Context: an optimization exercise on an open-source flow, tuned for small area, a short achievable clock period and few clock cycles per item. The choices shown serve that exercise and are no tape-out recipe. Function was checked by simulation only, so behaviour that the tests miss may differ from the original. Power and IR drop assume default switching activity.

==> flow/design.v (outline; a module is shown in full before it is edited, if it fits) <==
// module picl_regs: 55 lines
// module picl_core: 266 lines
// module picl_mac: 2071 lines
// module pi_current_loop_pwm: 66 lines
module pi_current_loop_pwm (
    input  logic                              i_clk,
    input  logic                              i_rst_n,
    input  logic                              i_in_valid,
    output logic                              i_in_ready,
    input  logic [picl_pkg::CUR_W-1:0]        i_in_raw_current,
    input  logic [picl_pkg::CUR_W-1:0]        i_in_current_target,
    input  logic [picl_pkg::PWM_W-1:0]        i_in_throttle_level,
    input  logic [picl_pkg::CUR_W-1:0]        i_in_current_ceiling,
    input  logic                              i_in_other_fault,
    output logic                              o_out_valid,
    input  logic                              o_out_ready,
    output logic [picl_pkg::PWM_W-1:0]        o_out_duty_width,
    output logic [picl_pkg::SR_W-1:0]         o_out_sr_width,
    output logic                              o_out_vref_flag,
    output logic [picl_pkg::FB_W-1:0]         o_out_norm_current,
    output logic [picl_pkg::CUR_W-1:0]        o_out_peak_current,
    output logic [picl_pkg::AVG_W-1:0]        o_out_pwm_average,
    output logic                              o_out_fault_off,
    input  logic                              psel,
    input  logic                              penable,
    input  logic                              pwrite,
    input  logic [picl_pkg::CFG_ADDR_W-1:0]   paddr,
    input  logic [picl_pkg::CFG_DATA_W-1:0]   pwdata,
    output logic [picl_pkg::CFG_DATA_W-1:0]   prdata,
    output logic                              pready
);
  // ...
==> flow/flow/run.sh <==
#!/bin/bash
# Standard ORFS layout, with the repair steps asked to leave extra setup
# slack (the clock constraint itself is the design's, unchanged).
set -euo pipefail
export SETUP_SLACK_MARGIN=${PICL_SETUP_MARGIN:-14.3}
bash standard.sh > standard.log 2>&1
==> flow/standard.sh <==
#!/bin/bash
# synth_recipe.tcl (not shown) runs the flow's synth.tcl, then flattens the netlist and writes it again
# the make line also repeats each setting of config.mk as NAME=value (left out here)
make -C /OpenROAD-flow-scripts/flow DESIGN_CONFIG=/design/flow/config.mk WORK_HOME=/design/flow/orfs CLKGATE_MAP_FILE= SYNTH_SCRIPT=/design/flow/synth_recipe.tcl "${@:-finish}"
==> flow/config.mk <==
export PLATFORM = sky130hd
export DESIGN_NAME = pi_current_loop_pwm
export DESIGN_NICKNAME = pi_current_loop_pwm
export VERILOG_FILES = /design/flow/design.v
export SDC_FILE = /design/flow/constraint.sdc
export NUM_CORES = 4
export LEC_CHECK = 0
export CAP_MARGIN = 20
export CORE_MARGIN = 2
export CORE_UTILIZATION = 60
export SLEW_MARGIN = 20
==> flow/constraint.sdc <==
create_clock -name core_clock -period 19.0 [get_ports {i_clk}]
set_input_delay 3.8000 -clock core_clock [delete_from_list [all_inputs] [get_ports {i_clk}]]
set_output_delay 3.8000 -clock core_clock [all_outputs]
set_load 0.01 [all_outputs]
==> impl_metrics.tcl, run 1 <==
set metrics [dict create \
    crit_slowest_cell "dfxtp_4" \
    dpl_cell_area_mm2 0.0400 \
    layout_common_cells "inv_1, fa_1, edfxtp_1" \
    largest-register "u_regs.r_cfg" \
    p_seq_uw 1270 \
    grt_pass1_wl_um 176000 \
    multi_input_area_share_pct 55.1 \
    rrSetupSlack_ns 14.21 \
    outcome "timing/DRC/antenna clean" \
    fin_ws_ns 13.96 \
    postCtsResizedCells 698 \
    p_switching_uw 2390 \
    seq_cells 447 \
    final_common_cell "inv_1" \
    pwr-share-clk_pct 17.6 \
    place_ws_ns 12.13 \
    grtUsageMet2_pct 56.6 \
    n_tap_cell 837 \
    period_needed_ns 5.04 \
    synth-edff-count 286 \
    dieHeight_um 254 \
    crit_start "u_core.r_vs" \
    multi_input_area_mm2 0.0250 \
    core_mm2 0.0617 \
    grt_util_all_layers_pct 36.2 \
    drv_cap 0 \
    r2r-end "u_core.r_s2_s[24]" \
    area_delta_synth_final_pct 20.9 \
    gr-total-overflow 0 \
    cts_tree "built" \
    place_congestion 0.962 \
    synth.top_cell.area_share_pct 22.9 \
    yosys_warnings 2 \
    skew_ns 0.0444 \
    grt_util_met1_pct 47.0 \
    crit_end "i_in_ready" \
    regArea_mm2 0.0119 \
    worst_pin_slew_ns 1.15 \
    num-nonclk-inverters 380 \
    leakagePower_uw 0.0183 \
    finalPower_uw 5670 \
    postCtsHoldBufs 0 \
    die_x_um 254 \
]
Testbench counts, summed over its fixed seeds: cycles 15,840, items 15,360.
==> run 2: changes to the inputs <==
==> flow/flow/run.sh (replaced) <==
#!/bin/bash
# Standard ORFS layout, with the repair steps asked to leave extra setup
# slack (the clock constraint itself is the design's, unchanged).
set -euo pipefail
export SETUP_SLACK_MARGIN=${PICL_SETUP_MARGIN:-14}
bash standard.sh > standard.log 2>&1
--- a/flow/config.mk
+++ b/flow/config.mk
@@ -7,5 +7,5 @@
 export LEC_CHECK = 0
 export CAP_MARGIN = 20
 export CORE_MARGIN = 2
-export CORE_UTILIZATION = 60
+export CORE_UTILIZATION = 55
 export SLEW_MARGIN = 20
==> impl_metrics.tcl, run 2 <==
set metrics [dict create \
    min_path_type "reg2reg" \
    htreeDepth 2 \
    yosysTopAreaCell "edfxtp_1" \
    port_buffers 174 \
    drt_iter0_drc 2867 \
    yosys_warnings 2 \
    clock_latency_ns 0.65 \
    setup_violations 0 \
    synth_nets 4242 \
    cts_tree "built" \
    cp_max_fo 2 \
    crit_start "u_core.r_vs" \
    yosysUniqueCellTypes 83 \
    cp.required_ns 15.20 \
    synth_area_mm2 0.0375 \
    synth.top_cell.area_share_pct 22.9 \
    crit_slowest_cell "dfxtp_4" \
    path_delay_family "flip-flops" \
    num_rows 95 \
    outcome "timing/DRC/antenna clean" \
    worstPathCellList "buf_12, inv_4, buf_6" \
    synth-edff-count 286 \
    dieHeight_um 265 \
    skew_ns 0.0375 \
    diodes 0 \
    grt_pass1_wl_um 172000 \
    clkSinkCount 447 \
    place_congestion 0.944 \
    ys.flop_type "edfxtp_1" \
    cts_root_buf "clkbuf_16" \
    avgSynthCellArea_um2 10.4 \
    numCtsBuffers 51 \
    ys_seq_area_share_pct 31.5 \
    largest-register "u_regs.r_cfg" \
    p_per_area_mw_per_mm2 126 \
    worstRegToRegCells 12 \
    netlist_top_cells_area "edfxtp_1, fa_1, dfxtp_1" \
    synth-async-reset-ratio_pct 0 \
    antenna_found_initial 4 \
    cts_max_path_buffers 3 \
    grt_start_max_net_pins 85 \
    critPathLaunchType "register" \
    drc_errors 0 \
    n_fill_cell 5411 \
    die_x_um 265 \
    drtPass1Iterations 6 \
    period_needed_ns 5.06 \
    final_common_cell "inv_1" \
    drv_cap 0 \
    grt_pass1_vias 29196 \
    wl_um 114000 \
    num_vias 28446 \
    timing.final.crit_share_pct 26.6 \
    fmax_mhz 198 \
    end_kind "output port" \
    gr-total-overflow 0 \
    largest_reg_flops 95 \
    layout-drive-gt1-share_pct 13.1 \
    die_area_mm2 0.0703 \
    syn_inst 3588 \
    layout_common_cells "inv_1, fa_1, a22oi_1" \
    stdcell_area_mm2 0.0431 \
    relSlewSlack_pct 17.8 \
    worstPathBufferInverterCount 3 \
    vias_per_cell 6.11 \
    worst_pin_slew_ns 1.23 \
    ys_seq_elements 447 \
    clk_pin_slew_ns 0.06 \
    postRouteAntennaNets 0 \
    initial_core_util_pct 55.7 \
    yosysMostFrequentCell "inv_1" \
    grt_util_all_layers_pct 32.0 \
    fin_nets 4391 \
    ir_drop_uv 90.4 \
    worstPathArrival_ns 1.26 \
    crit_end "i_in_ready" \
    area_delta_synth_final_pct 15.0 \
    fin_setup_tns_ns 0 \
    rrSetupSlack_ns 14.08 \
    critPathKind "reg2out" \
    wl_per_cell_um 24.6 \
    path_depth 3 \
    min_path_cells 0 \
    finalHoldViolCount 0 \
    leakagePower_uw 0.0176 \
    slew_viol_final 0 \
    pin_count 178 \
    core_mm2 0.0673 \
    rsz0062_at_grt "true" \
    r2r-end "u_core.r_s2_s[21]" \
    synth_commonest_cells "inv_1, fa_1, a22oi_1" \
    r2r-start "u_regs.r_cfg[78]" \
    postCtsHoldBufs 0 \
    dpl_cell_area_mm2 0.0400 \
    max_stage_delay_ns 0.36 \
    place.detailed.hpwl_um 76000 \
]
run 2: cell counts after synthesis:
Identical to the previous run, type by type.
run 2: routing by layer:
| metal | up-vias | share of wire [%] | global-route usage (%) |
|---|---|---|---|
| met5 | - | 0.077 | 0 |
| met4 | 8 | 3.6 | 11.2 |
| met3 | 298 | 9.6 | 6.78 |
| met2 | 1433 | 46 | 51.2 |
| met1 | 14116 | 41 | 43.4 |
| li1 | 12591 | - | - |
run 2: power breakdown:
part / switching, µW / total [µW] / internal, µW
registers: 112 / 1270 / 1160
logic: 1800 / 3150 / 1360
clock network: 435 / 1020 / 583
total: 2340 / 5440 / 3100
run 2: how the worst min path moves through the flow:
stage / to / start
global placement: u_core.r_s3_raw[2] / u_core.r_s2_raw[2]
finish: u_core.r_s3_raw[8] / u_core.r_s2_raw[8]
detailed placement: u_core.r_s3_raw[3] / u_core.r_s2_raw[3]
global route: u_core.r_s3_raw[8] / u_core.r_s2_raw[8]
floorplan: u_core.r_flt / u_core.r_s3_flt
CTS: u_core.r_s3_raw[8] / u_core.r_s2_raw[8]
run 2: repair_timing:
item / 4_1_cts / 5_1_grt
gates cloned: 8 / 9
endpoints found under the setup margin: 512 / 149
buffers inserted: 26 / 62
pin swaps: 5 / 32
resized for setup: 425 / 105
run 2: cells by family (layout without fill, tap and decap cells):
family                   after synthesis  in the layout  share of synthesized area, %
adder cells (fa/ha/maj)              570            570                          26.0
AO/OA/AOI/OAI                        758            760                          13.9
other                                  1              1                        0.0100
XOR/XNOR                             498            498                          11.7
multiplexers                          93             93                          2.71
buffers and inverters                612            800                          6.20
AND/OR/NAND/NOR                      609            611                          7.98
flip-flops                           447            447                          31.5
run 2: per-stage QoR:
step	hold WS [ns]	util, %	std cells	worst slack, ns	total power (µW)
floorplan	0.400	-	3588	13.39	3320
global placement	0.401	59.5	4451	12.30	4180
detailed placement	0.405	59.5	4451	12.22	4250
CTS	0.416	62.4	4581	13.92	5280
global route	0.421	64.1	4653	13.91	5880
finish	0.414	64.1	4653	13.94	5440
run 2: layout make-up:
class,count,area [µm²],area share (%)
clock inverter,32,358,0.830
timing repair buffer,324,2960,6.86
sequential,447,11900,27.6
clock buffer,64,1370,3.17
multi-input combinational,2533,23900,55.5
inverter,376,1440,3.34
timing repair inverter,4,78.8,0.183
tap,873,1090,2.53
run 2: worst reg2reg max path: cells and delay by family (launching register included):
family                     cells  cell delay (ns)
adders and majority gates      6             3.04
xor gates and xnor gates       1             0.19
and+or+nand+nor                1             0.16
buffers and inverters          3             0.19
DFF                            1             0.88
AOI/OAI and AO/OA              1             0.23
==> run 3: changes to the inputs <==
--- a/flow/config.mk
+++ b/flow/config.mk
@@ -7,5 +7,5 @@
 export LEC_CHECK = 0
 export CAP_MARGIN = 20
 export CORE_MARGIN = 2
-export CORE_UTILIZATION = 55
+export CORE_UTILIZATION = 65
 export SLEW_MARGIN = 20
==> impl_metrics.tcl, run 3 <==
set metrics [dict create \
    final_common_cell "inv_1" \
    dpl.cell_count 4340 \
    ys.flop_type "edfxtp_1" \
    largest-register "u_regs.r_cfg" \
    fin_setup_tns_ns 0 \
    area_delta_synth_final_pct 13.8 \
    slew_viol_final 0 \
    end_kind "output port" \
    worstPathArrival_ns 1.25 \
    multi_input_area_mm2 0.0239 \
    worstPathBufferInverterCount 3 \
    leakagePower_uw 0.0174 \
    regArea_mm2 0.0119 \
    clkSinkCount 447 \
    rsz0062_at_grt "true" \
    drv_cap 0 \
    grt_pass1_vias 30080 \
    postCtsHoldBufs 0 \
    max_stage_delay_ns 0.35 \
    synth-async-reset-ratio_pct 0 \
    antenna_found_initial 0 \
    gr-total-overflow 0 \
    timing.final.crit_share_pct 26.6 \
    outcome "timing/DRC/antenna clean" \
    initial_core_util_pct 65.3 \
    synth_commonest_cells "inv_1, fa_1, a22oi_1" \
    wl_um 110000 \
    crit_slowest_cell "dfxtp_4" \
    num_vias 28809 \
    whs_ns 0.419 \
    place_congestion 0.923 \
    clk_pin_slew_ns 0.06 \
    critPathKind "reg2out" \
    critPathLaunchType "register" \
    netlist_top_cells_area "edfxtp_1, fa_1, dfxtp_1" \
    finalPower_uw 5370 \
    layout_common_cells "inv_1, fa_1, a22oi_1" \
    ys_seq_elements 447 \
    syn_inst 3588 \
    setup_violations 0 \
    drt_iter0_drc 2929 \
    fmax_mhz 198 \
    synth.top_cell.area_share_pct 22.9 \
    path_delay_family "flip-flops" \
    layout-drive-gt1-share_pct 13.0 \
    ys_seq_area_share_pct 31.5 \
    cts_root_buf "clkbuf_16" \
    worstPathCellList "buf_12, inv_4, buf_6" \
    synth_nets 4242 \
    fin_util_pct 74.4 \
    pin_count 178 \
    yosysTopAreaCell "edfxtp_1" \
    layout.cells.non_filler 4523 \
    place.detailed.hpwl_um 74300 \
    numCtsBuffers 50 \
    finalHoldViolCount 0 \
    cp.required_ns 15.20 \
    diodes 0 \
    clock_latency_ns 0.65 \
    relSlewSlack_pct 21.5 \
    synth_area_mm2 0.0375 \
    num_rows 88 \
    core_mm2 0.0574 \
    yosysUniqueCellTypes 83 \
    synth-edff-count 286 \
    min_path_type "reg2reg" \
    wl_per_cell_um 24.3 \
    drtPass1Iterations 6 \
    grt_util_all_layers_pct 36.6 \
    worst_pin_slew_ns 1.18 \
    cts_tree "built" \
    largest_reg_flops 95 \
    cp_max_fo 2 \
    yosysMostFrequentCell "inv_1" \
    die_x_um 244 \
    avgSynthCellArea_um2 10.4 \
    die_area_mm2 0.0596 \
    fin_nets 4370 \
    grt_pass1_wl_um 168000 \
    p_per_area_mw_per_mm2 126 \
    skew_ns 0.0650 \
    dieHeight_um 244 \
    htreeDepth 2 \
    period_needed_ns 5.05 \
    n_fill_cell 4013 \
    vias_per_cell 6.37 \
    ir_drop_uv 97.3 \
    grt_start_max_net_pins 85 \
    yosys_warnings 2 \
    port_buffers 174 \
    drc_errors 0 \
    postRouteAntennaNets 0 \
    cts_max_path_buffers 3 \
]
==> run 3: cell counts after synthesis <==
Identical to the previous run, type by type.
==> run 3: per-stage QoR <==
step	area, µm²	setup WS (ns)
floorplan	37900	13.39
global placement	39800	12.22
detailed placement	39800	12.19
CTS	41900	13.92
global route	42700	13.80
finish	42700	13.95
==> run 3: per-layer routing <==
layer | track usage (%) | vias up | share of wire (%)
met5 | 0 | - | 0
met4 | 18.3 | 0 | 5.3
met3 | 8.30 | 458 | 11
met2 | 57.7 | 1819 | 45
met1 | 47.8 | 13997 | 39
li1 | - | 12535 | -
==> run 3: cells by family after synthesis <==
family / after synthesis / share of synthesized area [%]
other: 1 / 0.0100
flip-flops: 447 / 31.5
adder cells (fa/ha/maj): 570 / 26.0
buffers and inverters: 612 / 6.20
AND/OR/NAND/NOR: 609 / 7.98
XOR/XNOR: 498 / 11.7
AO/OA/AOI/OAI: 758 / 13.9
multiplexers: 93 / 2.71
==> run 3: area by class of cell <==
cell class | count | share of cell area [%]
flip-flops and latches | 447 | 27.9
clock inverters | 30 | 0.807
multi-input cells | 2533 | 56.1
inverters | 376 | 3.38
repair inverters | 3 | 0.103
repair buffers | 305 | 6.39
clock buffers | 64 | 3.13
well taps | 765 | 2.24
==> run 3: final timing paths <==
| kind | cells after the start | endpoint | from | slack [ns] |
|---|---|---|---|---|
| worst max-delay path | 3 | i_in_ready | u_core.r_vs | 13.95 |
| worst min-delay path | 0 | u_core.r_s2_raw[9] | u_core.r_s1_raw[9] | 0.42 |
| worst max register to register | 12 | u_core.r_s2_s[25] | u_core.r_s1_x[6] | 14.04 |
| worst min register to register | 0 | u_core.r_s2_raw[9] | u_core.r_s1_raw[9] | 0.42 |
==> run 3: where the power goes <==
| group | internal (µW) | switching (µW) |
|---|---|---|
| Clock | 560 | 423 |
| Combinational | 1350 | 1770 |
| Sequential | 1160 | 118 |
| Total | 3070 | 2310 |
==> run 3: timing repair <==
item / CTS / global route
resized for setup: 446 / 84
gates cloned: 6 / 8
setup buffers: 37 / 37
endpoints found under the setup margin: 520 / 224
pin swaps: 11 / 44
==> run 4: changes to the inputs <==
--- a/flow/config.mk
+++ b/flow/config.mk
@@ -7,5 +7,5 @@
 export LEC_CHECK = 0
 export CAP_MARGIN = 20
 export CORE_MARGIN = 2
-export CORE_UTILIZATION = 65
+export CORE_UTILIZATION = 72
 export SLEW_MARGIN = 20
==> impl_metrics.tcl, run 4 <==
set metrics [dict create \
    power.share.switching_pct 42.6 \
    synth.top_cell.area_share_pct 22.9 \
    antenna_found_initial 3 \
    yosysTopAreaCell "edfxtp_1" \
    whs_ns 0.420 \
    min_path_type "reg2reg" \
    yosys.area_share.xor_xnor_pct 11.7 \
    dieHeight_um 232 \
    synth_top_family_by_area "adder cells" \
    cts_root_buf "clkbuf_16" \
    place_congestion 0.960 \
    critPathLaunchType "register" \
    ir_drop_uv 119 \
    layout.cells.non_filler 4424 \
    relSlewSlack_pct 13.0 \
    stdcell_area_mm2 0.0426 \
    fmax_mhz 198 \
    leakagePower_uw 0.0174 \
    synth-async-reset-ratio_pct 0 \
    synth-edff-count 286 \
    dpl_cell_area_mm2 0.0397 \
    yosysUniqueCellTypes 83 \
    setup_violations 0 \
    finalHoldViolCount 0 \
    pwr-share-clk_pct 19.5 \
    synthAdderAreaFrac_pct 26.0 \
    synth_nets 4242 \
    htreeDepth 2 \
    clkSinkCount 447 \
    ys.flop_type "edfxtp_1" \
    drt_iter0_drc 3654 \
    final_common_cell "inv_1" \
    syn_inst 3588 \
    area_delta_synth_final_pct 13.5 \
    ys_seq_area_share_pct 31.5 \
    skew_ns 0.0305 \
    drc_errors 0 \
    slew_viol_final 0 \
    dpl.cell_count 4256 \
    gr-total-overflow 0 \
    clock_latency_ns 0.65 \
    initial_core_util_pct 72.9 \
    wl_um 111000 \
    wl_per_cell_um 25.1 \
    cp_max_fo 2 \
    vias_per_cell 6.67 \
    largest-register "u_regs.r_cfg" \
    synth_compound_area_share_pct 13.9 \
    rsz0062_at_grt "true" \
    fin_nets 4357 \
    pin_count 178 \
    fin_ws_ns 13.95 \
    p_switching_uw 2330 \
    core_mm2 0.0514 \
    critPathKind "reg2out" \
    grt_util_all_layers_pct 41.1 \
    layout-drive-gt1-share_pct 13.0 \
    cts_tree "built" \
    period_needed_ns 5.05 \
    internal-power_uw 3130 \
    crit_slowest_cell "dfxtp_4" \
    p_per_area_mw_per_mm2 128 \
    max_stage_delay_ns 0.35 \
    grt_pass1_wl_um 169000 \
    diodes 0 \
    place_ws_ns 12.28 \
    clk_pin_slew_ns 0.06 \
    outcome "timing/DRC/antenna clean" \
    comb_power_share_pct 57.0 \
    synthMuxAreaShare_pct 2.71 \
    worstPathArrival_ns 1.25 \
    port_buffers 174 \
    yosys.area_share.simple_pct 7.98 \
    fin_setup_tns_ns 0 \
    worstPathCellList "buf_12, inv_4, buf_6" \
    yosysMostFrequentCell "inv_1" \
    grt_start_max_net_pins 85 \
    worst_pin_slew_ns 1.31 \
    layout_common_cells "inv_1, fa_1, a22oi_1" \
    avgSynthCellArea_um2 10.4 \
    place.detailed.hpwl_um 73000 \
    end_kind "output port" \
    synth_area_mm2 0.0375 \
    postRouteAntennaNets 0 \
    yosys_warnings 2 \
    numCtsBuffers 49 \
    drtPass1Iterations 7 \
    ys_seq_elements 447 \
    largest_reg_flops 95 \
    die_x_um 232 \
    netlist_top_cells_area "edfxtp_1, fa_1, dfxtp_1" \
    die_area_mm2 0.0539 \
    cts_max_path_buffers 3 \
    num_rows 83 \
    timing.final.crit_share_pct 26.6 \
    synth_commonest_cells "inv_1, fa_1, a22oi_1" \
    cp.required_ns 15.20 \
    drv_cap 0 \
    pwr-share-seq_pct 23.5 \
    num_vias 29514 \
    grt_pass1_vias 30589 \
]
[run 4: cell types whose count changed in the layout (fill, tap and decap cells not counted), sizes merged]
cell           delta
buf               -9
bufinv            +4
clkdlybuf4s15     -3
clkdlybuf4s18     -1
clkinv            -2
clkinvlp          -1
dlygate4sd2       +1
dlymetal6s2s      -1
inv               -2
[run 4: logic make-up (layout without fill, tap and decap cells)]
family          after synthesis  after routing
compound gates              758            760
buf+inv                     612            764
simple gates                609            611
fa+ha+maj                   570            570
xor+xnor                    498            498
flops                       447            447
mux                          93             93
other cells                   1              1
[run 4: layout make-up]
cell class                      count  area (µm²)
Timing Repair Buffer              293        2490
Inverter                          376        1440
Fill cell                        3004        8850
Timing Repair inverter              3        48.8
Tap cell                          680         851
Clock buffer                       63        1390
Sequential cell                   447       11900
Multi-Input combinational cell   2533       24000
Clock inverter                     29         433
[run 4: stage by stage]
stage	total power (µW)	util, %
finish	5460	82.8
global route	5820	82.8
CTS	5240	81.5
detailed placement	4160	77.3
global placement	4030	77.3
floorplan	3320	-
[run 4: critical path, delay by kind of cell, from the launching register on]
| kind | cells | cell delay (ns) |
|---|---|---|
| DFF | 1 | 0.35 |
| buffers and inverters | 3 | 0.25 |
[run 4: metal layers]
metal	track usage (%)	wire length, µm
met1	52.7	40300
met4	21.2	6700
met2	64.3	49900
met3	11.2	14200
met5	0	23
[run 4: path summary, 6_finish.rpt]
kind	cells past startpoint	endpoint	start	slack, ns
worst max-delay path	3	i_in_ready	u_core.r_vs	13.95
worst min-delay path	0	u_core.r_s2_raw[4]	u_core.r_s1_raw[4]	0.42
worst max register to register	12	u_core.r_s2_s[14]	u_core.r_s1_x[0]	14.03
worst min register to register	0	u_core.r_s2_raw[4]	u_core.r_s1_raw[4]	0.42
[run 4: power by group through the flow]
stage	combinational [µW]	sequential, µW	clock, µW
final	3110	1280	1060
after global routing	3430	1280	1110
after CTS	2900	1270	1070
after detailed placement	2870	1290	0
after global placement	2730	1290	0
after floorplan	2080	1240	0
[run 4: what timing repair did]
action,4_1_cts,5_1_grt
hold buffers,0,0
gates cloned,7,4
resized for setup,425,107
pin swaps,6,49
buffers inserted,37,27
setup endpoints to repair,519,122
==> run 5: changes to the inputs <==
==> flow/flow/run.sh (replaced) <==
#!/bin/bash
# Standard ORFS layout, with the repair steps asked to leave extra setup
# slack (the clock constraint itself is the design's, unchanged).
set -euo pipefail
export SETUP_SLACK_MARGIN=${PICL_SETUP_MARGIN:-13.7}
bash standard.sh > standard.log 2>&1
--- a/flow/config.mk
+++ b/flow/config.mk
@@ -7,5 +7,5 @@
 export LEC_CHECK = 0
 export CAP_MARGIN = 20
 export CORE_MARGIN = 2
-export CORE_UTILIZATION = 72
+export CORE_UTILIZATION = 55
 export SLEW_MARGIN = 20
==> impl_metrics.tcl, run 5 <==
set metrics [dict create \
    drv_cap 0 \
    crit_slowest_cell "clkdlybuf4s50_1" \
    place.detailed.hpwl_um 77200 \
    place_ws_ns 12.26 \
    regArea_mm2 0.0118 \
    min_path_type "reg2reg" \
    final_common_cell "inv_1" \
    ys_seq_area_share_pct 31.5 \
    fmax_mhz 190 \
    comb_power_share_pct 55.8 \
    cts_tree "built" \
    fin_ws_ns 13.74 \
    pwr-share-seq_pct 24.4 \
    layout-drive-gt1-share_pct 7.14 \
    clkSinkCount 447 \
    num_vias 27808 \
    vias_per_cell 6.08 \
    grt_pass1_wl_um 170000 \
    clk_pin_slew_ns 0.06 \
    wl_um 110000 \
    path_delay_family "buffers and inverters" \
    setup_violations 0 \
    num_rows 95 \
    pwr-share-clk_pct 19.7 \
    yosysUniqueCellTypes 83 \
    syn_inst 3588 \
    relSlewSlack_pct 17.4 \
    core_mm2 0.0673 \
    ir_drop_uv 71.2 \
    synth.top_cell.area_share_pct 22.9 \
    internal-power_uw 3010 \
    synth-async-reset-ratio_pct 0 \
    drc_errors 0 \
    end_kind "output port" \
    rsz0062_at_grt "true" \
    pin_count 178 \
    fin_util_pct 62.5 \
    avgSynthCellArea_um2 10.4 \
    synth_area_mm2 0.0375 \
    ys.flop_type "edfxtp_1" \
    synth_nets 4242 \
    n_fill_cell 5460 \
    cts_root_buf "clkbuf_16" \
    cts_max_path_buffers 3 \
    fin_nets 4311 \
    skew_ns 0.0539 \
    dieHeight_um 265 \
    largest-register "u_regs.r_cfg" \
    timing.final.crit_share_pct 27.7 \
    cp_max_fo 1 \
    drtPass1Iterations 6 \
    multi_input_area_mm2 0.0236 \
    netlist_top_cells_area "edfxtp_1, fa_1, dfxtp_1" \
    drt_iter0_drc 2527 \
    grt_util_all_layers_pct 31.5 \
    outcome "timing/DRC/antenna clean" \
    p_switching_uw 2220 \
    synth_commonest_cells "inv_1, fa_1, a22oi_1" \
    critPathLaunchType "register" \
    p_per_area_mw_per_mm2 124 \
    clock_latency_ns 0.64 \
    cp.required_ns 15.20 \
    largest_reg_flops 95 \
    yosysTopAreaCell "edfxtp_1" \
    wl_per_cell_um 24.0 \
    die_area_mm2 0.0703 \
    postCtsHoldBufs 0 \
    power.share.switching_pct 42.4 \
    worstPathBufferInverterCount 1 \
    max_stage_delay_ns 0.53 \
    period_needed_ns 5.26 \
    die_x_um 265 \
    antenna_found_initial 4 \
    slew_viol_final 0 \
    htreeDepth 2 \
    yosysMostFrequentCell "inv_1" \
    port_buffers 174 \
    initial_core_util_pct 55.7 \
    worstPathCellList "clkdlybuf4s50_1" \
    grt_start_max_net_pins 85 \
    leakagePower_uw 0.0173 \
    postRouteAntennaNets 0 \
    finalHoldViolCount 0 \
    critPathKind "reg2out" \
    gr-total-overflow 0 \
    fin_setup_tns_ns 0 \
    yosys_warnings 2 \
    numCtsBuffers 51 \
    area_delta_synth_final_pct 12.2 \
    place_congestion 0.929 \
    grt_pass1_vias 29192 \
    layout_common_cells "inv_1, fa_1, a22oi_1" \
    worstPathArrival_ns 1.46 \
    worst_pin_slew_ns 1.24 \
    ys_seq_elements 447 \
    synth-edff-count 286 \
]
run 5: cell counts after synthesis:
Identical to the previous run, type by type.
run 5: cell families (layout without fill, tap and decap cells):
family,count (synthesis),count (layout),share of synthesized area [%]
flops,447,447,31.5
buf+inv,612,722,6.20
simple gates,609,610,7.98
xor+xnor,498,498,11.7
fa+ha+maj,570,570,26.0
compound gates,758,759,13.9
other cells,1,2,0.0100
mux,93,93,2.71
run 5: timing repair:
| item | CTS | global route |
|---|---|---|
| setup buffers | 9 | 8 |
| gates cloned | 3 | 3 |
| gates resized for setup | 91 | 37 |
| setup endpoints to repair | 185 | 75 |
| pin swaps | 2 | 4 |
run 5: power by group through the flow:
stage / Clock, µW / Sequential [µW] / Combinational, µW
detailed placement: 0 / 1300 / 2910
CTS: 1050 / 1280 / 2900
global route: 1090 / 1290 / 3310
global placement: 0 / 1290 / 2820
floorplan: 0 / 1240 / 2070
finish: 1030 / 1280 / 2920
run 5: per-stage QoR:
step | hold WS [ns] | std cells | area [µm²] | total power, µW
final | 0.417 | 4574 | 42100 | 5230
after detailed placement | 0.405 | 4454 | 39900 | 4210
after floorplan | 0.400 | 3588 | 37700 | 3310
after global routing | 0.426 | 4573 | 42100 | 5690
after CTS | 0.419 | 4562 | 41800 | 5230
after global placement | 0.401 | 4454 | 39900 | 4120
run 5: area by class of cell:
type / instances / share of cell area [%]
timing repair buffer: 248 / 5.49
antenna: 1 / 0.00595
clock inverter: 26 / 0.833
timing repair inverter: 2 / 0.0654
tap: 873 / 2.60
sequential: 447 / 28.1
inverter: 376 / 3.42
multi-input combinational: 2531 / 56.1
clock buffer: 70 / 3.39
run 5: per-layer routing:
metal / wire [µm] / vias up / track usage (%)
met3: 9240 / 261 / 5.63
met2: 50800 / 1312 / 50.8
met5: 27 / - / 0
li1: - / 12411 / -
met1: 46100 / 13820 / 43.0
met4: 3760 / 4 / 11.1
run 5: path summary, 6_finish.rpt:
| check | endpoint | slack (ns) | startpoint | depth (start not counted) |
|---|---|---|---|---|
| max | o_out_sr_width[5] | 13.74 | u_core.r_sr[5] | 1 |
| min reg2reg | u_core.r_s2_raw[6] | 0.42 | u_core.r_s1_raw[6] | 0 |
| max reg2reg | u_core.r_s2_s[31] | 13.91 | u_core.r_s1_x[6] | 18 |
| min | u_core.r_s2_raw[6] | 0.42 | u_core.r_s1_raw[6] | 0 |
==> run 6: changes to the inputs <==
==> flow/flow/run.sh (replaced) <==
#!/bin/bash
# Standard ORFS layout, with the repair steps asked to leave extra setup
# slack (the clock constraint itself is the design's, unchanged).
set -euo pipefail
export SETUP_SLACK_MARGIN=${PICL_SETUP_MARGIN:-14}
bash standard.sh > standard.log 2>&1
--- a/flow/config.mk
+++ b/flow/config.mk
@@ -7,5 +7,7 @@
 export LEC_CHECK = 0
 export CAP_MARGIN = 20
 export CORE_MARGIN = 2
-export CORE_UTILIZATION = 55
+export CORE_UTILIZATION = 65
+export CTS_CLUSTER_DIAMETER = 70
+export CTS_CLUSTER_SIZE = 30
 export SLEW_MARGIN = 20
==> impl_metrics.tcl, run 6 <==
set metrics [dict create \
    period_needed_ns 5.09 \
    worstPathArrival_ns 1.29 \
    place_congestion 0.923 \
    yosys.area_share.simple_pct 7.98 \
    layout.cells.non_filler 4482 \
    gr-total-overflow 0 \
    synth_compound_area_share_pct 13.9 \
    cts_tree "built" \
    timing.final.crit_share_pct 26.8 \
    grt_pass1_wl_um 167000 \
    drv_cap 0 \
    yosys.area_share.xor_xnor_pct 11.7 \
    p_per_area_mw_per_mm2 122 \
    internal-power_uw 2830 \
    synth_commonest_cells "inv_1, fa_1, a22oi_1" \
    synth_area_mm2 0.0375 \
    critPathKind "reg2out" \
    synth-async-reset-ratio_pct 0 \
    initial_core_util_pct 65.3 \
    grt_start_max_net_pins 85 \
    min_path_type "reg2reg" \
    ys_seq_elements 447 \
    fin_setup_tns_ns 0 \
    diodes 0 \
    fin_nets 4346 \
    pwr-share-clk_pct 14.8 \
    p_switching_uw 2300 \
    num_vias 28600 \
    largest_reg_flops 95 \
    ys.flop_type "edfxtp_1" \
    postRouteAntennaNets 0 \
    antenna_found_initial 0 \
    place.detailed.hpwl_um 74300 \
    yosys_warnings 2 \
    worst_pin_slew_ns 1.15 \
    outcome "timing/DRC/antenna clean" \
    pwr-share-seq_pct 24.9 \
    cp.required_ns 15.20 \
    slew_viol_final 0 \
    dieHeight_um 244 \
    area_delta_synth_final_pct 12.3 \
    yosysMostFrequentCell "inv_1" \
    power.share.switching_pct 44.7 \
    comb_power_share_pct 60.3 \
    num_rows 88 \
    finalHoldViolCount 0 \
    clkSinkCount 447 \
    avgSynthCellArea_um2 10.4 \
    netlist_top_cells_area "edfxtp_1, fa_1, dfxtp_1" \
    pin_count 178 \
    synth_nets 4242 \
    ir_drop_uv 91.0 \
    dpl.cell_count 4340 \
    layout_common_cells "inv_1, fa_1, a22oi_1" \
    yosysUniqueCellTypes 83 \
    wl_per_cell_um 24.3 \
    cts_max_path_buffers 3 \
    cts_root_buf "clkbuf_16" \
    synth_top_family_by_area "adder cells" \
    final_common_cell "inv_1" \
    relSlewSlack_pct 23.2 \
    syn_inst 3588 \
    grt_util_all_layers_pct 36.1 \
    cp_max_fo 2 \
    die_x_um 244 \
    fmax_mhz 197 \
    numCtsBuffers 31 \
    clock_latency_ns 0.66 \
    largest-register "u_regs.r_cfg" \
    port_buffers 174 \
    setup_violations 0 \
    synthMuxAreaShare_pct 2.71 \
    ys_seq_area_share_pct 31.5 \
    core_mm2 0.0574 \
    leakagePower_uw 0.0171 \
    drt_iter0_drc 2767 \
    die_area_mm2 0.0596 \
    critPathLaunchType "register" \
    end_kind "output port" \
    grt_pass1_vias 29824 \
    postCtsHoldBufs 0 \
    drtPass1Iterations 6 \
    rsz0062_at_grt "true" \
    layout-drive-gt1-share_pct 12.4 \
    drc_errors 0 \
    skew_ns 0.0335 \
    yosysTopAreaCell "edfxtp_1" \
    synth.top_cell.area_share_pct 22.9 \
    htreeDepth 1 \
    wl_um 109000 \
    synthAdderAreaFrac_pct 26.0 \
    vias_per_cell 6.38 \
    synth-edff-count 286 \
    clk_pin_slew_ns 0.11 \
]
## run 6: logic make-up after synthesis
kind of cell | Yosys count
adders and majority gates | 570
AOI/OAI and AO/OA | 758
and+or+nand+nor | 609
muxes | 93
buffers and inverters | 612
DFF | 447
other | 1
xor gates and xnor gates | 498
## run 6: power groups by stage
stage	clock, µW	combinational (µW)	sequential (µW)
2_1_floorplan	0	2080	1240
3_3_place_gp	0	2810	1290
3_5_place_dp	0	2920	1300
4_1_cts	768	2930	1270
5_1_grt	799	3430	1280
6_report	758	3100	1280
## run 6: stage by stage
step	total power, µW	instance area, µm²	setup slack [ns]	hold slack, ns	util (%)
floorplan	3320	37900	13.39	0.400	-
finish	5130	42100	13.91	0.408	73.4
global route	5510	42100	13.81	0.410	73.4
CTS	4970	41300	13.89	0.410	72.0
global placement	4100	39800	12.22	0.401	69.4
detailed placement	4220	39800	12.19	0.405	69.4
## run 6: what timing repair did
action,CTS,global route
setup buffers,38,32
pin swaps,11,32
cloned,6,6
gates resized for setup,453,83
setup endpoints to repair,518,219
## run 6: cell type report
cell class                      count  area, µm²
Inverter                          376       1440
Clock buffer                       34        808
Tap cell                          765        957
Multi-Input combinational cell   2533      23900
Sequential cell                   447      11900
Fill cell                        4050      15300
Timing Repair inverter              3       43.8
Clock inverter                     24        360
Timing Repair Buffer              300       2650
## run 6: worst max-delay path: stages, from the launching register on
cell     delay (ns)
dfxtp_4        0.37
buf_12         0.13
inv_4          0.04
buf_6          0.08
## run 6: layer usage
| metal | global-route usage, % | routed length [µm] |
|---|---|---|
| met1 | 48.2 | 43000 |
| met2 | 58.3 | 49700 |
| met3 | 6.65 | 10900 |
| met4 | 15.5 | 5330 |
| met5 | 0 | 0 |
## run 6: final timing paths
kind | startpoint | to | slack, ns | cells after the start
setup / recovery | u_core.r_vs | i_in_ready | 13.91 | 3
hold / removal | u_core.r_s2_raw[7] | u_core.r_s3_raw[7] | 0.41 | 0
setup reg to reg | u_regs.r_cfg[21] | u_core.r_norm[10] | 14.10 | 20
hold reg to reg | u_core.r_s2_raw[7] | u_core.r_s3_raw[7] | 0.41 | 0
==> run 7: changes to the inputs <==
--- a/flow/config.mk
+++ b/flow/config.mk
@@ -8,6 +8,6 @@
 export CAP_MARGIN = 20
 export CORE_MARGIN = 2
 export CORE_UTILIZATION = 65
-export CTS_CLUSTER_DIAMETER = 70
-export CTS_CLUSTER_SIZE = 30
+export CTS_CLUSTER_DIAMETER = 160
+export CTS_CLUSTER_SIZE = 20
 export SLEW_MARGIN = 20
==> impl_metrics.tcl, run 7 <==
set metrics [dict create \
    outcome "timing/DRC/antenna clean" \
    diodes 0 \
    wl_per_cell_um 24.4 \
    num_rows 88 \
    area_delta_synth_final_pct 11.1 \
    skew_ns 0.0254 \
    cp_max_fo 2 \
    crit_slowest_cell "dfxtp_4" \
    layout_common_cells "inv_1, fa_1, a22oi_1" \
    path_delay_family "flip-flops" \
    htreeDepth 1 \
    fin_setup_tns_ns 0 \
    postCtsHoldBufs 0 \
    core_mm2 0.0574 \
    wl_met2_um 49300 \
    num_vias 28549 \
    port_buffers 174 \
    pin_count 178 \
    die_area_mm2 0.0596 \
    gr-total-overflow 0 \
    avgSynthCellArea_um2 10.4 \
    syn_inst 3588 \
    relSlewSlack_pct 20.9 \
    synth_nets 4242 \
    place_ws_ns 12.19 \
    worstPathArrival_ns 1.23 \
    die_x_um 244 \
    postRouteAntennaNets 0 \
    dpl_cell_area_mm2 0.0398 \
    synth-async-reset-ratio_pct 0 \
    ys_seq_area_share_pct 31.5 \
    rsz0062_at_grt "true" \
    grt_start_max_net_pins 85 \
    ir_drop_uv 93.9 \
    min_path_type "reg2reg" \
    worst_pin_slew_ns 1.19 \
    clk_pin_slew_ns 0.09 \
    wirelength_met1_um 42700 \
    critPathKind "reg2out" \
    slew_viol_final 0 \
    place.detailed.hpwl_um 74300 \
    largest-register "u_regs.r_cfg" \
    fmax_mhz 199 \
    grt_util_all_layers_pct 36.4 \
    synth.top_cell.area_share_pct 22.9 \
    grt_pass1_wl_um 167000 \
    rrSetupSlack_ns 14.08 \
    drtPass1Iterations 6 \
    synth_commonest_cells "inv_1, fa_1, a22oi_1" \
    fin_nets 4343 \
    setup_violations 0 \
    n_fill_cell 4151 \
    place_congestion 0.923 \
    vias_per_cell 6.38 \
    yosys_warnings 2 \
    worstPathCellList "buf_12, inv_4, buf_6" \
    p_per_area_mw_per_mm2 119 \
    grt_pass1_vias 29764 \
    fin_ws_ns 13.97 \
    ys.flop_type "edfxtp_1" \
    max_stage_delay_ns 0.36 \
    finalHoldViolCount 0 \
    timing.final.crit_share_pct 26.5 \
    critPathLaunchType "register" \
    synth-edff-count 286 \
    stdcell_area_mm2 0.0416 \
    numCtsBuffers 26 \
    clkSinkCount 447 \
    drv_cap 0 \
    cts_tree "built" \
    wl_um 109000 \
    largest_reg_flops 95 \
    clock_latency_ns 0.63 \
    dieHeight_um 244 \
    initial_core_util_pct 65.3 \
    drc_errors 0 \
    yosysMostFrequentCell "inv_1" \
    cts_root_buf "clkbuf_16" \
    yosysUniqueCellTypes 83 \
    drt_iter0_drc 2872 \
    layout-drive-gt1-share_pct 11.7 \
    netlist_top_cells_area "edfxtp_1, fa_1, dfxtp_1" \
    yosysTopAreaCell "edfxtp_1" \
    antenna_found_initial 0 \
    ys_seq_elements 447 \
    end_kind "output port" \
    final_common_cell "inv_1" \
    worstPathBufferInverterCount 3 \
    dr.max_layer_used "met4" \
    period_needed_ns 5.03 \
    leakagePower_uw 0.0169 \
    cp.required_ns 15.20 \
    synth_area_mm2 0.0375 \
    cts_max_path_buffers 3 \
    dr_wl_met3_um 11400 \
]
run 7: cell counts after synthesis:
Identical to the previous run, type by type.
run 7: final timing paths:
path                                         start            endpoint  depth (start not counted)
worst max-delay path                   u_core.r_vs          i_in_ready                          3
worst min-delay path            u_core.r_s1_raw[8]  u_core.r_s2_raw[8]                          0
worst max register to register    u_core.r_s1_x[7]   u_core.r_s2_s[23]                         11
worst min register to register  u_core.r_s1_raw[8]  u_core.r_s2_raw[8]                          0
run 7: power by group:
| group | switching, µW | total (µW) | leakage (µW) | internal (µW) |
|---|---|---|---|---|
| Sequential | 114 | 1270 | 0.00447 | 1160 |
| Combinational | 1750 | 3070 | 0.0121 | 1320 |
| Clock | 338 | 599 | 0.000360 | 262 |
| Total | 2210 | 4940 | 0.0169 | 2740 |
run 7: worst register-to-register path, delay by kind of cell, from the launching register on:
kind / cells / cell delay [ns]
buf+inv: 2 / 0.28
fa+ha+maj: 6 / 3.21
flops: 1 / 0.40
compound gates: 1 / 0.37
xor+xnor: 1 / 0.25
simple gates: 1 / 0.18
run 7: area by class of cell:
type	instances	area, µm²	share of cell area (%)
flip-flops and latches	447	11900	28.6
repair buffers	302	2610	6.27
clock inverters	2	46.3	0.111
clock buffers	44	718	1.72
inverters	376	1440	3.47
multi-input cells	2533	23900	57.4
repair inverters	3	62.6	0.150
well taps	765	957	2.30
run 7: metal layers:
metal	GRT usage, %	up-vias
li1	-	12454
met1	48.4	13962
met2	57.7	1721
met3	7.05	412
met4	17.3	0
met5	0	-
run 7: cell families after synthesis:
family	after synthesis	share of synthesized area, %
buffers and inverters	612	6.20
muxes	93	2.71
DFF	447	31.5
xor gates and xnor gates	498	11.7
other	1	0.0100
and+or+nand+nor	609	7.98
AOI/OAI and AO/OA	758	13.9
adders and majority gates	570	26.0
run 7: what timing repair did:
action                     in CTS  in global routing
gates resized for setup       450                 89
pin swaps                      10                 33
setup endpoints to repair     519                135
setup buffers                  40                 33
cloned                          7                  4
run 7: through the flow:
stage	power [µW]	cells	utilization, %	hold WS (ns)
4_1_cts	4810	4433	71.3	0.423
5_1_grt	5330	4472	72.6	0.430
2_1_floorplan	3320	3588	-	0.400
6_report	4940	4472	72.6	0.422
3_3_place_gp	4100	4340	69.4	0.401
3_5_place_dp	4220	4340	69.4	0.405
==> run 8: changes to the inputs <==
--- a/flow/config.mk
+++ b/flow/config.mk
@@ -8,6 +8,6 @@
 export CAP_MARGIN = 20
 export CORE_MARGIN = 2
 export CORE_UTILIZATION = 65
-export CTS_CLUSTER_DIAMETER = 160
-export CTS_CLUSTER_SIZE = 20
+export CTS_CLUSTER_DIAMETER = 90
+export CTS_CLUSTER_SIZE = 26
 export SLEW_MARGIN = 20
==> impl_metrics.tcl, run 8 <==
set metrics [dict create \
    timing.final.crit_share_pct 26.5 \
    r2r-start "u_regs.r_cfg[82]" \
    leakagePower_uw 0.0169 \
    critPathLaunchType "register" \
    worstPathArrival_ns 1.23 \
    cts_max_path_buffers 3 \
    avgSynthCellArea_um2 10.4 \
    cts_tree "built" \
    grt_util_all_layers_pct 36.1 \
    postCtsHoldBufs 0 \
    vias_per_cell 6.37 \
    outcome "timing/DRC/antenna clean" \
    grt_pass1_wl_um 167000 \
    relSlewSlack_pct 19.4 \
    yosysTopAreaCell "edfxtp_1" \
    synth-edff-count 286 \
    rsz0062_at_grt "true" \
    syn_inst 3588 \
    setup_violations 0 \
    postRouteAntennaNets 0 \
    fin_setup_tns_ns 0 \
    p_per_area_mw_per_mm2 119 \
    pin_count 178 \
    num_rows 88 \
    min_path_type "reg2reg" \
    layout.cells.non_filler 4472 \
    antenna_found_initial 1 \
    drt_iter0_drc 2987 \
    core_mm2 0.0574 \
    gr-total-overflow 0 \
    worstRegToRegCells 10 \
    clk_pin_slew_ns 0.10 \
    layout-drive-gt1-share_pct 11.7 \
    area_delta_synth_final_pct 11.4 \
    wl_per_cell_um 24.3 \
    cts_root_buf "clkbuf_16" \
    whs_ns 0.421 \
    cp_max_fo 2 \
    drv_cap 0 \
    netlist_top_cells_area "edfxtp_1, fa_1, dfxtp_1" \
    htreeDepth 1 \
    numCtsBuffers 25 \
    cp.required_ns 15.20 \
    clock_latency_ns 0.62 \
    synth-async-reset-ratio_pct 0 \
    largest_reg_flops 95 \
    worst_pin_slew_ns 1.21 \
    slew_viol_final 0 \
    fin_nets 4341 \
    layout_common_cells "inv_1, fa_1, a22oi_1" \
    die_x_um 244 \
    end_kind "output port" \
    critPathKind "reg2out" \
    final_common_cell "inv_1" \
    fin_ws_ns 13.97 \
    drtPass1Iterations 6 \
    synth_commonest_cells "inv_1, fa_1, a22oi_1" \
    min_path_cells 0 \
    skew_ns 0.0286 \
    drc_errors 0 \
    holdCritStartpoint "u_core.r_s1_raw[9]" \
    largest-register "u_regs.r_cfg" \
    wl_um 108000 \
    ys.flop_type "edfxtp_1" \
    ys_seq_elements 447 \
    ir_drop_uv 98.5 \
    dpl.cell_count 4340 \
    place_ws_ns 12.19 \
    min_to "u_core.r_s2_raw[9]" \
    synth.top_cell.area_share_pct 22.9 \
    finalHoldViolCount 0 \
    clkSinkCount 447 \
    place_congestion 0.923 \
    synth_nets 4242 \
    ys_seq_area_share_pct 31.5 \
    fmax_mhz 199 \
    yosysMostFrequentCell "inv_1" \
    period_needed_ns 5.03 \
    synth_area_mm2 0.0375 \
    grt_start_max_net_pins 85 \
    initial_core_util_pct 65.3 \
    yosys_warnings 2 \
    yosysUniqueCellTypes 83 \
    rrSetupSlack_ns 14.11 \
    die_area_mm2 0.0596 \
    dieHeight_um 244 \
    place.detailed.hpwl_um 74300 \
    port_buffers 174 \
    r2r-end "u_core.r_s2_s[23]" \
    num_vias 28479 \
    grt_pass1_vias 29695 \
]
run 8: area by class of cell:
class | count | area (µm²)
repair buffers | 300 | 2650
inverters | 376 | 1440
well taps | 765 | 957
multi-input cells | 2533 | 23900
flip-flops and latches | 447 | 11900
diodes | 1 | 2.50
fillers | 4131 | 15600
clock inverters | 13 | 163
repair inverters | 4 | 65.1
clock buffers | 33 | 677
run 8: cell families (layout without fill, tap and decap cells):
family	Yosys count	count (layout)	share of synthesized area, %
AO/OA/AOI/OAI	758	760	13.9
buffers and inverters	612	726	6.20
AND/OR/NAND/NOR	609	611	7.98
adder cells (fa/ha/maj)	570	570	26.0
XOR/XNOR	498	498	11.7
flip-flops	447	447	31.5
multiplexers	93	93	2.71
other	1	2	0.0100
run 8: worst max-delay path by stage:
stage	start	to	depth (start not counted)
final	u_core.r_vs	i_in_ready	3
after global routing	u_core.r_vs	i_in_ready	3
after CTS	u_core.r_vs	i_in_ready	3
after detailed placement	o_out_ready	u_core.r_acc[3]	6
after global placement	o_out_ready	u_core.r_acc[3]	6
after floorplan	paddr[2]	u_regs.r_cfg[63]	3
run 8: repair_timing:
item	4_1_cts	5_1_grt
buffers inserted	41	29
pin swaps	10	35
setup endpoints to repair	518	133
gates cloned	8	5
gates resized for setup	420	87
run 8: worst max-delay path, stage by stage (launching register included):
cell and delay, ns:
dfxtp_4 0.36, buf_12 0.13, inv_4 0.04, buf_6 0.08
run 8: where the power goes:
group / internal, µW / switching (µW)
Combinational: 1320 / 1750
Sequential: 1160 / 119
Clock: 270 / 356
run 8: layer usage:
layer	vias up	share of wire (%)	track usage [%]
li1	12456	-	-
met1	13910	39	48.2
met2	1721	46	57.8
met3	392	10	7.02
met4	0	4.9	15.5
met5	-	0	0
run 8: per-stage QoR:
step | utilization [%] | power [µW] | cell area [µm²]
after detailed placement | 69.4 | 4220 | 39800
after global routing | 72.8 | 5360 | 41700
final | 72.8 | 4980 | 41700
after global placement | 69.4 | 4100 | 39800
after floorplan | - | 3320 | 37900
after CTS | 71.6 | 4840 | 41100
==> run 9: changes to the inputs <==
--- a/flow/config.mk
+++ b/flow/config.mk
@@ -8,6 +8,6 @@
 export CAP_MARGIN = 20
 export CORE_MARGIN = 2
 export CORE_UTILIZATION = 65
-export CTS_CLUSTER_DIAMETER = 90
-export CTS_CLUSTER_SIZE = 26
+export CTS_CLUSTER_DIAMETER = 120
+export CTS_CLUSTER_SIZE = 24
 export SLEW_MARGIN = 20
==> impl_metrics.tcl, run 9 <==
set metrics [dict create \
    outcome "timing/DRC/antenna clean" \
    ys_seq_elements 447 \
    htreeDepth 1 \
    busiest_layer "met2" \
    slew_viol_final 0 \
    area_delta_synth_final_pct 10.8 \
    syn_inst 3588 \
    setup_violations 0 \
    cts_tree "built" \
    multi_input_area_mm2 0.0239 \
    worst_pin_slew_ns 1.16 \
    crit_start "u_core.r_vs" \
    yosys.area_share.simple_pct 7.98 \
    relSlewSlack_pct 22.5 \
    end_kind "output port" \
    grt_start_max_net_pins 85 \
    num_vias 28470 \
    drc_errors 0 \
    cp_max_fo 2 \
    cp.required_ns 15.20 \
    synth_commonest_cells "inv_1, fa_1, a22oi_1" \
    grtUsageMet2_pct 57.9 \
    postRouteAntennaNets 0 \
    ys.flop_type "edfxtp_1" \
    place.detailed.hpwl_um 74300 \
    grt_pass1_wl_um 167000 \
    r2r-end "u_core.r_s2_s[23]" \
    synth-edff-count 286 \
    finalHoldViolCount 0 \
    largest_reg_flops 95 \
    synthMuxAreaShare_pct 2.71 \
    grt_pass1_vias 29702 \
    rrSetupSlack_ns 14.11 \
    ys_seq_area_share_pct 31.5 \
    pwr-share-seq_pct 26.1 \
    synth-async-reset-ratio_pct 0 \
    synth_top_family_by_area "adder cells" \
    place_congestion 0.923 \
    core_mm2 0.0574 \
    regArea_mm2 0.0119 \
    yosysUniqueCellTypes 83 \
    antenna_found_initial 1 \
    yosysTopAreaCell "edfxtp_1" \
    initial_core_util_pct 65.3 \
    dieHeight_um 244 \
    worstPathArrival_ns 1.22 \
    synthAdderAreaFrac_pct 26.0 \
    drv_cap 0 \
    postCtsHoldBufs 0 \
    leakagePower_uw 0.0168 \
    yosys.area_share.xor_xnor_pct 11.7 \
    fin_nets 4338 \
    fmax_mhz 199 \
    pwr-share-clk_pct 11.3 \
    yosysMostFrequentCell "inv_1" \
    final_common_cell "inv_1" \
    yosys_warnings 2 \
    clkSinkCount 447 \
    clock_latency_ns 0.61 \
    avgSynthCellArea_um2 10.4 \
    comb_power_share_pct 62.6 \
    synth.top_cell.area_share_pct 22.9 \
    cts_root_buf "clkbuf_16" \
    timing.final.crit_share_pct 26.4 \
    place_ws_ns 12.19 \
    power.share.switching_pct 44.6 \
    layout.cells.non_filler 4465 \
    netlist_top_cells_area "edfxtp_1, fa_1, dfxtp_1" \
    die_x_um 244 \
    port_buffers 174 \
    fin_util_pct 72.4 \
    grt_util_met1_pct 48.1 \
    largest-register "u_regs.r_cfg" \
    clk_pin_slew_ns 0.10 \
    worstRegToRegCells 11 \
    dpl.cell_count 4340 \
    n_fill_cell 4178 \
    min_path_type "reg2reg" \
    ir_drop_uv 116 \
    fin_setup_tns_ns 0 \
    die_area_mm2 0.0596 \
    min_path_cells 0 \
    p_per_area_mw_per_mm2 118 \
    grtUsageMet3_pct 7.01 \
    p_switching_uw 2180 \
    gr-total-overflow 0 \
    period_needed_ns 5.02 \
    pin_count 178 \
    layout-drive-gt1-share_pct 11.2 \
    holdCritStartpoint "u_core.r_s1_raw[5]" \
    grt_util_all_layers_pct 36.1 \
    numCtsBuffers 22 \
    drt_iter0_drc 2544 \
    rsz0062_at_grt "true" \
    synth_compound_area_share_pct 13.9 \
    min_to "u_core.r_s2_raw[5]" \
    layout_common_cells "inv_1, fa_1, a22oi_1" \
    critPathLaunchType "register" \
    synth_nets 4242 \
    wl_per_cell_um 24.3 \
    wl_um 109000 \
    vias_per_cell 6.38 \
    cts_max_path_buffers 3 \
    internal-power_uw 2710 \
    drtPass1Iterations 6 \
    critPathKind "reg2out" \
    skew_ns 0.0216 \
    fin_ws_ns 13.98 \
    num_rows 88 \
    synth_area_mm2 0.0375 \
    r2r-start "u_core.r_s1_x[6]" \
]
[run 9: cell counts after synthesis]
No cell type changed its count.
[run 9: per-layer routing]
metal,wire length [µm],up-vias
li1,-,12424
met1,42800,14003
met2,49500,1638
met3,10700,405
met4,5540,0
met5,0,-
[run 9: cell families (layout without fill, tap and decap cells)]
kind of cell | count (synthesis) | in the layout
AO/OA/AOI/OAI | 758 | 760
buffers and inverters | 612 | 719
AND/OR/NAND/NOR | 609 | 611
XOR/XNOR | 498 | 498
adder cells (fa/ha/maj) | 570 | 570
other | 1 | 2
multiplexers | 93 | 93
flip-flops | 447 | 447
[run 9: cell type report]
class                   count  share of cell area (%)
clock buffers              37                    1.51
repair buffers            300                    6.24
diodes                      1                 0.00602
repair inverters            4                   0.145
flip-flops and latches    447                    28.6
clock inverters             2                  0.0904
inverters                 376                    3.48
well taps                 765                    2.30
multi-input cells        2533                    57.6
[run 9: through the flow]
step	hold slack (ns)	cell area, µm²	power [µW]
5_1_grt	0.433	41500	5290
6_report	0.417	41500	4890
3_5_place_dp	0.405	39800	4220
2_1_floorplan	0.400	37900	3320
3_3_place_gp	0.401	39800	4100
4_1_cts	0.422	40900	4760
[run 9: how the worst max path moves through the flow]
stage                              endpoint  slack (ns)  cells after the start
after CTS                        i_in_ready       13.96                      3
final                            i_in_ready       13.98                      3
after global routing      u_core.r_norm[10]       13.92                     21
after floorplan            u_regs.r_cfg[63]       13.39                      3
after detailed placement    u_core.r_acc[3]       12.19                      6
after global placement      u_core.r_acc[3]       12.22                      6
[run 9: what timing repair did]
| item | in CTS | in global routing |
|---|---|---|
| pin swaps | 10 | 33 |
| setup buffers | 42 | 29 |
| gates resized for setup | 401 | 103 |
| endpoints found under the setup margin | 520 | 151 |
| gates cloned | 7 | 5 |
[run 9: critical path, stage by stage (launching register included)]
cell     delay (ns)
dfxtp_4        0.36
buf_12         0.13
inv_4          0.04
buf_6          0.08
[run 9: power by group through the flow]
stage | combinational (µW) | sequential [µW] | clock [µW]
floorplan | 2080 | 1240 | 0
global placement | 2810 | 1290 | 0
detailed placement | 2920 | 1300 | 0
CTS | 2920 | 1270 | 562
global route | 3410 | 1280 | 593
finish | 3060 | 1280 | 554

[afterwards: timing with drivers on the ports]
The flow's constraints put no driver on any port. The routed layouts listed below were extracted and timed again, unchanged, in two steps.
Step 1 (the two cells are an assumption about what drives the block):
set clk [get_ports {i_clk}]
set_driving_cell -lib_cell sky130_fd_sc_hd__clkbuf_16 $clk
set_driving_cell -lib_cell sky130_fd_sc_hd__buf_2 [delete_from_list [all_inputs] $clk]
Step 2, shift: input delay + t, output delay - t, t = (earliest + latest rising clock arrival at the registers) / 2. This alone moves slack from input paths to output paths.
a / b / c = ideal ports / drivers / drivers and shift; a / b = the first two.
| run | t, ns | setup slack, ns | worst setup path at the end |
|---|---|---|---|
| run 1 | 0.686 | 13.959 / 13.893 / 13.646 | input to register |
| run 2 | 0.704 | 13.944 / 13.873 / 13.350 | input to register |
| run 3 | 0.688 | 13.950 / 13.882 / 13.315 | input to register |
| run 4 | 0.694 | 13.951 / 13.888 / 13.356 | input to register |
| run 5 | 0.682 | 13.745 / 13.679 / 13.124 | input to register |
| run 6 | 0.708 | 13.913 / 13.846 / 13.363 | input to register |
| run 7 | 0.683 | 13.967 / 13.902 / 13.345 | input to register |
| run 8 | 0.674 | 13.968 / 13.902 / 13.369 | input to register |
| run 9 | 0.667 | 13.981 / 13.914 / 13.402 | input to register |
After both steps setup and hold are still met in every run listed. The setup slack of run 3, which loses most, moves by -0.068 ns with the drivers and by -0.635 ns with both steps.
